Background: an optimization exercise with open tools, aiming at a short achievable clock period and few clock cycles. Do not read the settings as production practice. The RTL was checked by simulation tests, not by an equivalence proof against the original design. The flow treats the clock pin as an ideal source, which a real chip does not have. No activity file was given, so power comes from the tool's default toggle rates.

==> v26 <==
## dm_cache
module dm_cache #(
    parameter int NUM_LINES = 8      
) (
    input  logic           clk,
    input  logic           rst_n,
    input  logic           proc_read_i,
    input  logic           proc_write_i,
    input  logic [29:0]    proc_addr_i,      
    input  logic [31:0]    proc_wdata_i,
    output logic           proc_stall_o,
    output logic [31:0]    proc_rdata_o,
    output logic           mem_read_o,
    output logic           mem_write_o,
    output logic [27:0]    mem_addr_o,       
    output logic [127:0]   mem_wdata_o,      
    input  logic [127:0]   mem_rdata_i,
    input  logic           mem_ready_i
);
    localparam int IDX_W = $clog2(NUM_LINES);
    localparam int TAG_W = dm_cache_pkg::ADDR_W - dm_cache_pkg::OFFSET_W - IDX_W;
    logic                   sel_hit;
    logic                   sel_dirty;
    logic [TAG_W-1:0]       sel_tag;
    dm_cache_pkg::block_t   sel_block;
    dm_cache_pkg::word_t    sel_word;
    logic [dm_cache_pkg::WORDS_PER_BLOCK-1:0]         line_wsel;
    logic [NUM_LINES-1:0]                             line_wr;
    logic [NUM_LINES-1:0]                             line_fill;
    logic [NUM_LINES-1:0]                             line_match;
    logic [NUM_LINES-1:0]                             line_dirty;
    logic [NUM_LINES-1:0][TAG_W-1:0]                  line_tag;
    logic [NUM_LINES-1:0][dm_cache_pkg::BLOCK_W-1:0]  line_data;
    cache_ctrl #(
        .NUM_LINES (NUM_LINES)
    ) i_cache_ctrl (
        .clk            (clk),
        .rst_n          (rst_n),
        .proc_read_i    (proc_read_i),
        .proc_write_i   (proc_write_i),
        .proc_addr_i    (proc_addr_i),
        .proc_stall_o   (proc_stall_o),
        .proc_rdata_o   (proc_rdata_o),
        .mem_ready_i    (mem_ready_i),
        .mem_rdata_i    (mem_rdata_i),
        .mem_read_o     (mem_read_o),
        .mem_write_o    (mem_write_o),
        .mem_addr_o     (mem_addr_o),
        .mem_wdata_o    (mem_wdata_o),
        .hit_i          (sel_hit),
  ...
export LEC_CHECK = 0
export CAP_MARGIN = 70
export CORE_MARGIN = 2
export CORE_UTILIZATION = 45
export CTS_CLUSTER_DIAMETER = 120
export CTS_CLUSTER_SIZE = 24
export SLEW_MARGIN = 70
export SYNTH_HIERARCHICAL = 1
export SYNTH_MINIMUM_KEEP_SIZE = 0
create_clock -name core_clock -period 4.8 [get_ports {clk}]
standard.sh (not shown) runs the stock make flow with config.mk's settings and CLKGATE_MAP_FILE= SYNTH_SCRIPT=/design/flow/synth_recipe.tcl, a recipe that flattens the netlist after the stock synthesis.
==> flow/flow/run.sh <==
#!/bin/bash
# Standard ORFS layout, with three changes: the port buffers are plain
# buffers (not the platform's delay cells), sizing may leave a cell's
# footprint, and an extra setup repair (capped in iterations) runs after
# clock tree synthesis and after global routing.
set -euo pipefail
HERE=$PWD
KNOBS=(MATCH_CELL_FOOTPRINT=0 "BUFFER_PORTS_ARGS=-buffer_cell sky130_fd_sc_hd__buf_4")
bash standard.sh synth > log_1_synth.txt 2>&1
bash standard.sh "${KNOBS[@]}" floorplan place > log_2_floorplan_place.txt 2>&1
bash standard.sh "${KNOBS[@]}" POST_CTS_TCL=$HERE/flow/post_cts.tcl cts > log_4_cts.txt 2>&1
bash standard.sh "${KNOBS[@]}" POST_GLOBAL_ROUTE_TCL=$HERE/flow/post_grt.tcl grt > log_5_grt.txt 2>&1
bash standard.sh "${KNOBS[@]}" finish > log_6_finish.txt 2>&1
test -f out/final.def
Other scripts of this flow, unchanged in this note and not shown: flow/flow/post_cts.tcl, flow/flow/post_grt.tcl, flow/flow/upsize_out.tcl
==> v5: changes against v26 <==
--- a/flow/design.v
+++ b/flow/design.v
@@ -7,12 +7,24 @@
     typedef logic [WORD_W-1:0] word_t;
     typedef word_t [WORDS_PER_BLOCK-1:0] block_t;
     typedef logic [ADDR_W-1:0] word_addr_t;
     typedef logic [ADDR_W-OFFSET_W-1:0] block_addr_t;    
     typedef logic [OFFSET_W-1:0] offset_t;
 endpackage
+module gate_xnor2 (input logic a, input logic b, output logic y);
+    assign y = !(a ^ b);
+endmodule
+module gate_nand4 (input logic a, input logic b, input logic c, input logic d, output logic y);
+    assign y = !(a && b && c && d);
+endmodule
+module gate_nor2 (input logic a, input logic b, output logic y);
+    assign y = !(a || b);
+endmodule
+module gate_and4 (input logic a, input logic b, input logic c, input logic d, output logic y);
+    assign y = a && b && c && d;
+endmodule
 module cache_line #(
     parameter int TAG_W = 25
 ) (
     input  logic                   clk,
     input  logic                   rst_n,
     input  logic                   wr_line,       
@@ -48,22 +60,110 @@
         always_ff @(posedge clk) begin
             if (fill || (wr_line && wsel[w])) begin
                 data_q[w*WORD_W +: WORD_W] <= wsel[w] ? wdata : fill_block[w*WORD_W +: WORD_W];
             end
         end
     end
-    assign match = valid_q && (tag_q == req_tag);
+    logic [TAG_W:0]       eq;           
+    localparam int NG = (TAG_W + 1 + 3) / 4;
+    logic [4*NG-1:0]      eq_pad;
+    logic [NG-1:0]        grp_miss;     
+    localparam int NP = (NG + 1) / 2;
+    logic [2*NP-1:0]      grp_pad;
+    logic [NP-1:0]        pair_ok;      
+    logic [3:0]           pair_pad;     
+    for (genvar k = 0; k < TAG_W; k++) begin : g_eq
+        gate_xnor2 i_eq (.a(tag_q[k]), .b(req_tag[k]), .y(eq[k]));
+    end
+    assign eq[TAG_W] = valid_q;
+    for (genvar k = 0; k < 4*NG; k++) begin : g_eq_pad
+        if (k <= TAG_W) begin : g_bit
+            assign eq_pad[k] = eq[k];
+        end else begin : g_one
+            assign eq_pad[k] = 1'b1;
+        end
+    end
+    for (genvar j = 0; j < NG; j++) begin : g_grp
+        gate_nand4 i_grp (.a(eq_pad[4*j]), .b(eq_pad[4*j+1]), .c(eq_pad[4*j+2]), .d(eq_pad[4*j+3]),
+                          .y(grp_miss[j]));
+    end
+    for (genvar k = 0; k < 2*NP; k++) begin : g_grp_pad
+        if (k < NG) begin : g_grp
+            assign grp_pad[k] = grp_miss[k];
+        end else begin : g_zero
+            assign grp_pad[k] = 1'b0;
+        end
+    end
+    for (genvar j = 0; j < NP; j++) begin : g_pair
+        gate_nor2 i_pair (.a(grp_pad[2*j]), .b(grp_pad[2*j+1]), .y(pair_ok[j]));
+    end
+    for (genvar k = 0; k < 4; k++) begin : g_pair_pad
+        if (k < NP) begin : g_pair
+            assign pair_pad[k] = pair_ok[k];
+        end else begin : g_one
+            assign pair_pad[k] = 1'b1;
+        end
+    end
+    gate_and4 i_match (.a(pair_pad[0]), .b(pair_pad[1]), .c(pair_pad[2]), .d(pair_pad[3]), .y(match));
 endmodule
 module late_and_or (
     input  logic a,
     input  logic late,
     input  logic b,
     output logic y
 );
     assign y = (a && late) || b;
 endmodule
+module gate_nand2 (input logic a, input logic b, output logic y);
+    assign y = !(a && b);
+endmodule
+module gate_a21oi (input logic a1, input logic a2, input logic b1, output logic y);
+    assign y = !((a1 && a2) || b1);
+endmodule
+module rdata_bit (
+    input  logic       clk,
+    input  logic       look,         
+    input  logic       line_word,    
+    input  logic [3:0] off_dec,      
+    input  logic [3:0] fill_bits,    
+    output logic       rdata
+);
+    logic       word_q;              
+    logic [3:0] osel_q;
+    logic [3:0] term_n;              
+    always_ff @(posedge clk) begin
+        word_q <= look && line_word;
+        osel_q <= off_dec & {4{!look}};
+    end
+    gate_a21oi i_t0 (.a1(osel_q[0]), .a2(fill_bits[0]), .b1(word_q), .y(term_n[0]));
+    gate_nand2 i_t1 (.a(osel_q[1]), .b(fill_bits[1]), .y(term_n[1]));
+    gate_nand2 i_t2 (.a(osel_q[2]), .b(fill_bits[2]), .y(term_n[2]));
+    gate_nand2 i_t3 (.a(osel_q[3]), .b(fill_bits[3]), .y(term_n[3]));
+    gate_nand4 i_or (.a(term_n[0]), .b(term_n[1]), .c(term_n[2]), .d(term_n[3]), .y(rdata));
+endmodule
+module stall_gen (
+    input  logic clk,
+    input  logic rst_n,
+    input  logic go_d,           
+    input  logic refill_d,       
+    input  logic mem_ready_i,
+    output logic stall_o
+);
+    logic go_q;
+    logic refill_q;
+    always_ff @(posedge clk or negedge rst_n) begin
+        if (!rst_n) begin
+            go_q     <= 1'b0;
+            refill_q <= 1'b0;
+        end else begin
+            go_q     <= go_d;
+            refill_q <= refill_d;
+        end
+    end
+    assign stall_o = !(go_q || (refill_q && mem_ready_i));
+endmodule
 module cache_ctrl #(
     parameter  int NUM_LINES = 8,
     localparam int IDX_W     = $clog2(NUM_LINES),
     localparam int TAG_W     = dm_cache_pkg::ADDR_W - dm_cache_pkg::OFFSET_W - IDX_W
 ) (
     input  logic                       clk,
@@ -97,19 +197,16 @@
     logic                         access;
     logic                         lookup;
     logic                         busy_q;
     logic                         wback_q;
     logic                         refill_q;
     logic                         done_q;
-    logic                         go_q;         
-    logic                         wrefill_q;    
     logic [NUM_LINES-1:0]         fline_q;      
-    dm_cache_pkg::word_t              rdata_q;
+    logic [WORDS-1:0]                 off_dec;
     dm_cache_pkg::block_addr_t        maddr_q;
     logic [dm_cache_pkg::BLOCK_W-1:0] wdata_q;
-    logic [WORD_W-1:0]                fill_word;
     logic                             hit_now;
     logic                             fill_now;
     logic                             victim_next;    
     assign {req_tag, req_idx, req_off} = proc_addr_i;
     assign lookup = !busy_q;
     assign access = proc_read_i || proc_write_i;
@@ -118,83 +215,87 @@
     end
     for (genvar i = 0; i < NUM_LINES; i++) begin : g_line_ctrl
         assign wr_line_o[i] = done_q && proc_write_i && req_dec[i];
         assign fill_o[i]    = fline_q[i] && mem_ready_i;
     end
     for (genvar w = 0; w < WORDS; w++) begin : g_wsel
-        assign wsel_o[w] = proc_write_i && (req_off == dm_cache_pkg::offset_t'(w));
+        assign off_dec[w] = (req_off == dm_cache_pkg::offset_t'(w));
+        assign wsel_o[w]  = proc_write_i && off_dec[w];
     end
     assign hit_now   = lookup && access && hit_i;
     assign fill_now  = refill_q && mem_ready_i;
     assign victim_next = lookup ? dirty_i : (wback_q && !mem_ready_i);
     logic                 look;           
     logic                 miss_clean;     
     logic                 miss_dirty;     
-    logic                 rd_fill;        
     logic                 wb_done;        
     logic                 done_d;
     logic                 go_d;
     logic                 wback_d;
     logic                 refill_d;
-    logic                 wrefill_d;
     logic [NUM_LINES-1:0] fline_d;
     logic                 miss;
     assign look       = lookup && access;
     assign miss_clean = look && !dirty_i;
     assign miss_dirty = look && dirty_i;
-    assign rd_fill    = fill_now && !proc_write_i;
     assign wb_done    = wback_q && mem_ready_i;
     assign miss       = !hit_i;
-    late_and_or i_done_d   (.a(look),       .late(hit_i), .b(rd_fill), .y(done_d));
-    late_and_or i_go_d     (.a(look),       .late(hit_i), .b(rd_fill), .y(go_d));
+    late_and_or i_done_d   (.a(look),       .late(hit_i), .b(1'b0), .y(done_d));
+    late_and_or i_go_d     (.a(look),       .late(hit_i), .b(1'b0), .y(go_d));
     late_and_or i_wback_d  (.a(miss_dirty), .late(miss),  .b(wback_q && !mem_ready_i), .y(wback_d));
     late_and_or i_refill_d (.a(miss_clean), .late(miss),
                             .b(wb_done || (refill_q && !mem_ready_i)), .y(refill_d));
-    late_and_or i_wrefill_d (.a(miss_clean && proc_write_i), .late(miss),
-                             .b((wb_done && proc_write_i) || (wrefill_q && !mem_ready_i)), .y(wrefill_d));
     for (genvar i = 0; i < NUM_LINES; i++) begin : g_fline_d
         late_and_or i_fline_d (.a(miss_clean && req_dec[i]), .late(miss),
                                .b((wb_done && req_dec[i]) || (fline_q[i] && !fill_now)), .y(fline_d[i]));
     end
     always_ff @(posedge clk or negedge rst_n) begin
         if (!rst_n) begin
             busy_q    <= 1'b0;
             wback_q   <= 1'b0;
             refill_q  <= 1'b0;
             done_q    <= 1'b0;
-            go_q      <= 1'b0;
-            wrefill_q <= 1'b0;
             fline_q   <= '0;
         end else begin
-            go_q      <= go_d;
             done_q    <= done_d;
             wback_q   <= wback_d;
             refill_q  <= refill_d;
-            wrefill_q <= wrefill_d;
             fline_q   <= fline_d;
-            busy_q    <= look || (busy_q && !done_q && !(fill_now && proc_write_i));
-        end
-    end
-    always_comb begin
-        fill_word = '0;
-        for (int w = 0; w < WORDS; w++) begin
-            fill_word = fill_word | (mem_rdata_i[w*WORD_W +: WORD_W] &
-                                     {WORD_W{req_off == dm_cache_pkg::offset_t'(w)}});
+            busy_q    <= look || (busy_q && !done_q && !fill_now);
         end
     end
     always_ff @(posedge clk) begin
         wdata_q <= victim_block_i;
         maddr_q <= {(victim_next ? victim_tag_i : req_tag), req_idx};
-        rdata_q <= lookup ? line_word_i : fill_word;
     end
     assign mem_write_o  = wback_q;
     assign mem_read_o   = refill_q;
     assign mem_addr_o   = maddr_q;
     assign mem_wdata_o  = wdata_q;
-    assign proc_rdata_o = rdata_q;
-    assign proc_stall_o = !(go_q || (wrefill_q && mem_ready_i));
+    for (genvar j = 0; j < WORD_W; j++) begin : g_rdata
+        logic [WORDS-1:0] fill_bits;
+        for (genvar w = 0; w < WORDS; w++) begin : g_word
+            assign fill_bits[w] = mem_rdata_i[w*WORD_W + j];
+        end
+        rdata_bit i_rdata_bit (
+            .clk       (clk),
+            .look      (look),
+            .line_word (line_word_i[j]),
+            .off_dec   (off_dec),
+            .fill_bits (fill_bits),
+            .rdata     (proc_rdata_o[j])
+        );
+    end
+    stall_gen i_stall (
+        .clk         (clk),
+        .rst_n       (rst_n),
+        .go_d        (go_d),
+        .refill_d    (refill_d),
+        .mem_ready_i (mem_ready_i),
+        .stall_o     (proc_stall_o)
+    );
 endmodule
 module idx_decode #(
     parameter  int NUM_LINES = 8,
     localparam int IDX_W     = $clog2(NUM_LINES)
 ) (
     input  logic [IDX_W-1:0]     idx,
==> comparison <==
Cell count: v26 is lower than v5 (about 4.6%).
Against v5, the utilization of v26 is higher by 2.9 points.
In v5 the clock-buffer cell count is higher than in v26, by 10.
Between v26 and v5, the lower clock power is in v26 (gap about 8%, measured against v5).
In v5 the flip-flop and latch count is higher than in v26, by 128.
Between v5 and v26, the lower sequential share of layout area is in v26 (gap 2.4 points).
Of v5 and v26, v5 has the higher power (gap 0.59%, measured against v26).
Between v26 and v5, the lower hold slack is in v5 (gap 0.0075 ns).
==> figures <==
| quantity | v5 | v26 |
|---|---|---|
| Filler cell count in the final layout | 14100 | 12900 |
| Outcome | complete, no violations | complete, no violations |
| Minimum clock period | 2.73 ns | 2.47 ns |
| Total design power | 33.7 mW | 33.5 mW |
| Number of rows in the core area | 150 | 145 |
| Wire length on met3 | 36200 µm | 44100 µm |
| Met3 Track Usage GR | 7.78% | 10.7% |
| Synth Area per Inst | 14.3 µm² | 14.3 µm² |
| Wire length on met2 | 128000 µm | 130000 µm |
| Wire length of the first global-routing pass | 404000 µm | 413000 µm |
| Part of the power in registers | 54.9% | 53.2% |
| Warnings, synthesis | 14 | 12 |
| Multi-input combinational cell count | 3345 | 3142 |
| CP max-delay cell | a21oi_4 | a21oi_2 |
| Leak Pwr | 28.0 nW | 27.7 nW |
| Proportion of synthesized chip area in sequential cells | 58.2% | 58.2% |
| Detail-routed via count per cell | 6.86 | 7.20 |
Testbench counts of v26, summed over its fixed seeds: cycles 96,145.
Testbench counts of v5, summed over its fixed seeds: cycles 89,305.

==> re-timing with driven ports <==
The results above use ideal ports. As a check the final layouts listed here were re-extracted and re-timed, cells and wires unchanged. Step 1, drivers: a clkbuf_16 drives clk and a buf_2 each remaining input, both assumed. Step 2 moves the port delays by t, midway between the first and last clock arrival at a register: inputs arrive t later, outputs are due t later. That takes back most of the time a late clock gives input paths. Slacks: ideal ports / drivers / drivers and shift; pairs: ideal ports / drivers.
| run | t, ns | setup WS [ns] | hold WS [ns] | clock arrival spread, ns | slew at the worst register clock pin (ns) |
|---|---|---|---|---|---|
| v26 | 0.808 | 2.331 / 2.224 / 1.415 | 0.089 / 0.047 / 0.478 | 0.053 / 0.053 | 0.12 / 0.12 |
| v5 | 0.820 | 2.070 / 1.963 / 1.517 | 0.081 / 0.029 / 0.474 | 0.075 / 0.075 | 0.11 / 0.11 |
After both steps every run listed still meets setup and hold. For v26, which loses most, drivers alone change the setup slack by -0.107 ns; drivers and shift together by -0.916 ns.
